Background: an optimization exercise with open tools, aiming at small area, a short achievable clock period and few clock cycles per item. Do not read the settings as production practice. Where RTL was checked, it was by simulation tests only, not by an equivalence proof against the original. Power figures rest on the tool's default switching activity, not on a simulated workload.

==> maple: inputs <==
Design yuv2rgb_top, start of the top module:
module yuv2rgb_top
(
	input logic CLOCK_50_I,
	input logic resetn,
	input logic in_valid,
	output logic in_ready,
	input logic [7:0] y,
	input logic [7:0] u,
	input logic [7:0] v,
	output logic out_valid,
	input logic out_ready,
	output logic [7:0] r,
	output logic [7:0] g,
	output logic [7:0] b
);
make LEC_CHECK=0 ABC_CLOCK_PERIOD_IN_PS=3500 CAP_MARGIN=20 CORE_MARGIN=2 CORE_UTILIZATION=40 SETUP_SLACK_MARGIN=4.0 SLEW_MARGIN=20 SYNTH_HIERARCHICAL=1 finish   # period 8.0 ns
run.sh (not shown) runs the stock make flow with config.mk's settings and CLKGATE_MAP_FILE= SYNTH_SCRIPT=/design/flow/synth_recipe.tcl, a recipe that flattens the netlist after the stock synthesis.
==> quartz: changes against maple <==
--- a/flow/config.mk
+++ b/flow/config.mk
@@ -5,10 +5,10 @@
 export SDC_FILE = /design/flow/constraint.sdc
 export NUM_CORES = 4
 export LEC_CHECK = 0
-export ABC_CLOCK_PERIOD_IN_PS = 3500
+export ABC_CLOCK_PERIOD_IN_PS = 4000
 export CAP_MARGIN = 20
 export CORE_MARGIN = 2
 export CORE_UTILIZATION = 40
-export SETUP_SLACK_MARGIN = 4.0
+export SETUP_SLACK_MARGIN = 3.5
 export SLEW_MARGIN = 20
 export SYNTH_HIERARCHICAL = 1
==> results_dict.tcl <==
set metrics [dict create \
    status "complete, no violations" \
    skew_ps 15.1 \
    detailed_place_hpwl_mm 15.3 \
    r2r.worst_path.cells 13 \
    drt_wl_total_mm 20.8 \
    m1WireLength_mm 8.40 \
    multi_input_area_share_pct 61.6 \
    power_frac_seq_pct 16.1 \
    drive_gt1_share_pct 24.7 \
]
Source of the figures above: maple

==> results_dict.tcl <==
set metrics [dict create \
    status "complete, no violations" \
    drt_wl_total_mm 20.2 \
    ioPinCount 54 \
    r2r.worst_path.cells 15 \
    drive_gt1_share_pct 14.6 \
    power_frac_seq_pct 18.0 \
    skew_ps 16.3 \
    detailed_place_hpwl_mm 15.5 \
    grtUsageMet3_pct 4.13 \
]
Source of the figures above: quartz

Testbench counts of maple, summed over its fixed seeds: cycles 32,016, pixels 32,000.
Testbench counts of quartz, summed over its fixed seeds: cycles 32,016, pixels 32,000.

---

==> job 4640 <==
Another version of the RTL of yuv2rgb_top (not shown whole).
export LEC_CHECK = 0
export CAP_MARGIN = 20
export CORE_MARGIN = 2
export CORE_UTILIZATION = 40
export CTS_BUF_LIST = sky130_fd_sc_hd__clkbuf_4 sky130_fd_sc_hd__clkbuf_8
export SETUP_SLACK_MARGIN = 4.3
export SLEW_MARGIN = 20
export SYNTH_HIERARCHICAL = 1
create_clock -name core_clock -period 8.0 [get_ports {CLOCK_50_I}]
standard.sh (not shown) runs the stock make flow with config.mk's settings and CLKGATE_MAP_FILE= SYNTH_SCRIPT=/design/flow/synth_recipe.tcl, a recipe that flattens the netlist after the stock synthesis.
==> flow/flow/run.sh <==
#!/bin/bash
# The standard layout (standard.sh: ORFS synthesis to final layout), with one
# change: the buffers that buffer_ports puts on every input and output port are
# plain sky130_fd_sc_hd__buf_1 cells instead of the default (a slow delay
# buffer).  Every port still gets its own buffer; the resizer may resize them.
set -euo pipefail
bash standard.sh "BUFFER_PORTS_ARGS=-buffer_cell sky130_fd_sc_hd__buf_1" finish > flow_standard.log 2>&1
==> job 1104 (differences from job 4640) <==
- CTS_BUF_LIST: sky130_fd_sc_hd__clkbuf_4 sky130_fd_sc_hd__clkbuf_8 -> not set
==> job 4238 (differences from job 4640) <==
- CTS_BUF_LIST: sky130_fd_sc_hd__clkbuf_4 sky130_fd_sc_hd__clkbuf_8 -> not set
- SETUP_SLACK_MARGIN: 4.3 -> 4.2
==> summary.txt <==
metric                                                                                      job 4238                 job 4640                 job 1104
Max Clk Rate                                                                                 267 MHz                  272 MHz                  276 MHz
Crit-path slowest cell                                                                          fa_1                     fa_2                     fa_1
Total iterations of the first detailed-routing run                                                 5                        4                        4
DP Cell Count                                                                                  1,293                    1,291                    1,291
Clock edge transition at the registers on the reported setup and hold paths                  0.06 ns                  0.09 ns                  0.06 ns
Worst path bufs/invs                                                                               2                        3                        3
Number of fillers in the final layout                                                          2,141                    2,137                    2,120
Reported leakage power                                                                    0.00450 µW               0.00460 µW               0.00464 µW
Worst Reg2Reg Path Length in Cells                                                                12                       12                       13
Register fraction of the total cell area                                                       20.5%                    20.2%                    20.0%
Slack of the worst reg-to-reg path                                                           4.35 ns                  4.44 ns                  4.43 ns
Setup bufs post-CTS                                                                               38                       49                       49
GR Layer Usage met3                                                                            2.71%                    2.80%                    2.69%
Slew at the pin with the worst max-slew slack                                               0.914 ns                 0.901 ns                 0.893 ns
Total via count in the routed design                                                           6,261                    6,290                    6,285
Dpl cell area                                                                               9940 µm²                 9920 µm²                 9920 µm²
Final Cycle Share                                                                              46.9%                    46.0%                    45.3%
Worst Path Max Fanout                                                                              9                        6                        6
All-layer global routing usage                                                                 16.7%                    16.4%                    16.5%
Multi-input gate area                                                                       6720 µm²                 6760 µm²                 6780 µm²
Share of power burned in registers                                                             19.3%                    19.0%                    18.5%
Post-Route M1 WL                                                                             8.78 mm                  8.90 mm                  8.89 mm
GRT met1 Usage                                                                                 22.0%                    21.6%                    21.5%
Proportion of power drawn by the clock network                                                 11.2%                     9.1%                    11.4%
Result of the run                                                            complete, no violations  complete, no violations  complete, no violations
Insertion delay to the later sink of the worst-skew pair                                     0.36 ns                  0.38 ns                  0.35 ns
Testbench counts of job 4640, summed over its fixed seeds: cycles 32,016, pixels 32,000.
Testbench counts of job 1104, summed over its fixed seeds: cycles 32,016, pixels 32,000.
Testbench counts of job 4238, summed over its fixed seeds: cycles 32,016, pixels 32,000.

---

==> 02-23 <==
Another version of the RTL of yuv2rgb_top (not shown whole).
Settings: LEC_CHECK=0, CAP_MARGIN=20, CORE_MARGIN=2, CORE_UTILIZATION=40, SETUP_SLACK_MARGIN=3.5, SLEW_MARGIN=20, SYNTH_HIERARCHICAL=1; clock period 8.0 ns.
==> flow/flow/run.sh <==
#!/bin/bash
# The standard layout (standard.sh: ORFS synthesis to final layout), with one
# change: the buffers that buffer_ports puts on every input and output port are
# plain sky130_fd_sc_hd__buf_2 cells instead of the default (a slow delay
# buffer).  Every port still gets its own buffer; the resizer may resize them.
set -euo pipefail
bash standard.sh "BUFFER_PORTS_ARGS=-buffer_cell sky130_fd_sc_hd__buf_2" finish > flow_standard.log 2>&1
==> 03-25: changes against 02-23 <==
--- a/flow/design.v
+++ b/flow/design.v
@@ -13,21 +13,24 @@
 	output logic out_valid,
 	input logic out_ready,
 	output logic [7:0] r,
 	output logic [7:0] g,
 	output logic [7:0] b
 );
 	logic a_valid, b_ready;
 	logic [7:0] ua, va;
-	logic r_s, r_o, rq_s, rq_o;
+	logic r_s, rq_s;
+	logic [1:0] r_o, rq_o;
 	logic [7:0] r_c, rq_c;
-	logic g_s, g_o, gq_s, gq_o;
+	logic g_s, gq_s;
+	logic [1:0] g_o, gq_o;
 	logic [7:0] g_c, gq_c;
-	logic b_s, b_o, bq_s, bq_o;
+	logic b_s, bq_s;
+	logic [1:0] b_o, bq_o;
 	logic [7:0] b_c, bq_c;
 	assign b_ready = !out_valid || out_ready;
 	assign in_ready = !a_valid || b_ready;
 	always_ff @(posedge CLOCK_50_I or negedge resetn)
 		if (!resetn) a_valid <= 1'b0;
 		else if (in_ready) a_valid <= in_valid;
 	logic [22:0] yp, ypa;
 	logic p1;
@@ -1818,36 +1821,36 @@
 	pfx_o21ai ng583 (.a(n780), .b(n721), .c(n779), .y(n781));
 	logic n782;
 	pfx_a21oi ng584 (.a(n630), .b(n773), .c(n631), .y(n782));
 	logic n783;
 	pfx_nand2 ng585 (.a(n630), .b(n775), .y(n783));
 	logic n784;
 	pfx_o21ai ng586 (.a(n783), .b(n721), .c(n782), .y(n784));
 	assign r_s = n253;
-	assign r_o = n248 | n242;
+	assign r_o = {n248, n242};
 	assign r_c = {n234, n226, n218, n214, n208, n202, n198, n195};
 	assign g_s = ~n548;
-	assign g_o = ~n543 | ~n537;
+	assign g_o = {~n543, ~n537};
 	assign g_c = {~n529, ~n521, ~n513, ~n509, ~n503, ~n497, ~n492, ~n490};
 	assign b_s = ~n781;
-	assign b_o = n778 | n772;
+	assign b_o = {n778, n772};
 	assign b_c = {n763, n756, n749, n743, n735, n730, n724, n722};
 	always_ff @(posedge CLOCK_50_I or negedge resetn)
 		if (!resetn) out_valid <= 1'b0;
 		else if (b_ready) out_valid <= a_valid;
 	always_ff @(posedge CLOCK_50_I)
 		if (a_valid && b_ready) begin
 			rq_s <= r_s; rq_o <= r_o; rq_c <= r_c;
 			gq_s <= g_s; gq_o <= g_o; gq_c <= g_c;
 			bq_s <= b_s; bq_o <= b_o; bq_c <= b_c;
 		end
-	assign r = rq_s ? 8'd0 : rq_o ? 8'd255 : rq_c;
-	assign g = gq_s ? 8'd0 : gq_o ? 8'd255 : gq_c;
-	assign b = bq_s ? 8'd0 : bq_o ? 8'd255 : bq_c;
+	assign r = rq_s ? 8'd0 : (|rq_o) ? 8'd255 : rq_c;
+	assign g = gq_s ? 8'd0 : (|gq_o) ? 8'd255 : gq_c;
+	assign b = bq_s ? 8'd0 : (|bq_o) ? 8'd255 : bq_c;
 endmodule
 module csa_fa (input logic a, input logic b, input logic c, output logic s, output logic co);
 	assign s = a ^ b ^ c;
 	assign co = (a & b) | (a & c) | (b & c);
 endmodule
 module pfx_inv (input logic a, output logic y);
 	assign y = ~a;
 endmodule
==> flow/flow/run.sh (replaced) <==
#!/bin/bash
# The standard layout (standard.sh: ORFS synthesis to final layout), with one
# change: the buffers that buffer_ports puts on every input and output port are
# plain sky130_fd_sc_hd__buf_1 cells instead of the default (a slow delay
# buffer).  Every port still gets its own buffer; the resizer may resize them.
set -euo pipefail
bash standard.sh "BUFFER_PORTS_ARGS=-buffer_cell sky130_fd_sc_hd__buf_1" finish > flow_standard.log 2>&1
==> flow/config.mk (replaced) <==
export PLATFORM = sky130hd
export DESIGN_NAME = yuv2rgb_top
export DESIGN_NICKNAME = yuv2rgb_top
export VERILOG_FILES = /design/flow/design.v
export SDC_FILE = /design/flow/constraint.sdc
export NUM_CORES = 4
export LEC_CHECK = 0
export CAP_MARGIN = 20
export CORE_MARGIN = 2
export CORE_UTILIZATION = 40
export SETUP_SLACK_MARGIN = 4.1
export SLEW_MARGIN = 20
export SYNTH_HIERARCHICAL = 1
==> impl_metrics.toml <==
[outcome]
status = "complete, no violations"

[route]
viasPerCell = 4.616

[synthesis]
ys_seq_elements = 74
synth_top_area_frac = 0.3113
syn_inst = 963

[global_route]
grt_usage = 0.1743

[timing]
worst_slack_ns = 4.157

[critical_path]
cp.depth = 14
cp_data_arrival_time_ns = 3.96

[floorplan]
start_util = 0.4074

[cells_and_area]
fillers = 2102
n_all_buffers = 116

[placed_design]
place_inst = 1294
the above is filed under 03-25

==> impl_metrics.toml <==
[global_route]
grt_usage = 0.1615

[cells_and_area]
fillers = 2075
n_all_buffers = 114

[outcome]
status = "complete, no violations"

[critical_path]
cp_data_arrival_time_ns = 4.28
cp.depth = 13

[floorplan]
start_util = 0.4076
taps = 280

[timing]
worst_slack_ns = 3.826

[placed_design]
place_inst = 1286

[synthesis]
syn_inst = 958
synth_top_area_frac = 0.3209
the above is filed under 02-23

Testbench counts of 03-25, summed over its fixed seeds: cycles 32,016, pixels 32,000.
The RTL of 02-23 was laid out without a check of its function.

[what the ideal ports hide]
How much do the figures lean on ideal ports? The routed layouts below were timed once more, with nothing changed but the port constraints.
Step 1, drivers: a clkbuf_16 drives CLOCK_50_I and a buf_2 each remaining input, both assumed.
Step 2 moves the port delays by t, midway between the first and last clock arrival at a register: inputs arrive t later, outputs are due t later. That takes back most of the time a late clock gives input paths.
a / b / c = no drivers / after step 1 / after step 2; a / b = the first two.
run	shift t [ns]	slack for setup (ns)	worst hold slack (ns)
maple	0.357	3.596 / 3.596 / 3.596	0.507 / 0.507 / 0.507
quartz	0.361	3.629 / 3.605 / 3.605	0.494 / 0.494 / 0.494
job 4640	0.402	4.323 / 4.316 / 3.914	0.496 / 0.496 / 0.496
job 1104	0.386	4.373 / 4.354 / 3.985	0.489 / 0.489 / 0.489
job 4238	0.391	4.251 / 4.275 / 3.884	0.490 / 0.490 / 0.490
02-23	0.385	3.826 / 3.826 / 3.812	0.536 / 0.536 / 0.536
03-25	0.399	4.157 / 4.157 / 3.899	0.555 / 0.555 / 0.555
After both steps every run listed still meets setup and hold. The setup slack of job 4640, which loses most, moves by -0.007 ns with the drivers and by -0.409 ns with both steps.
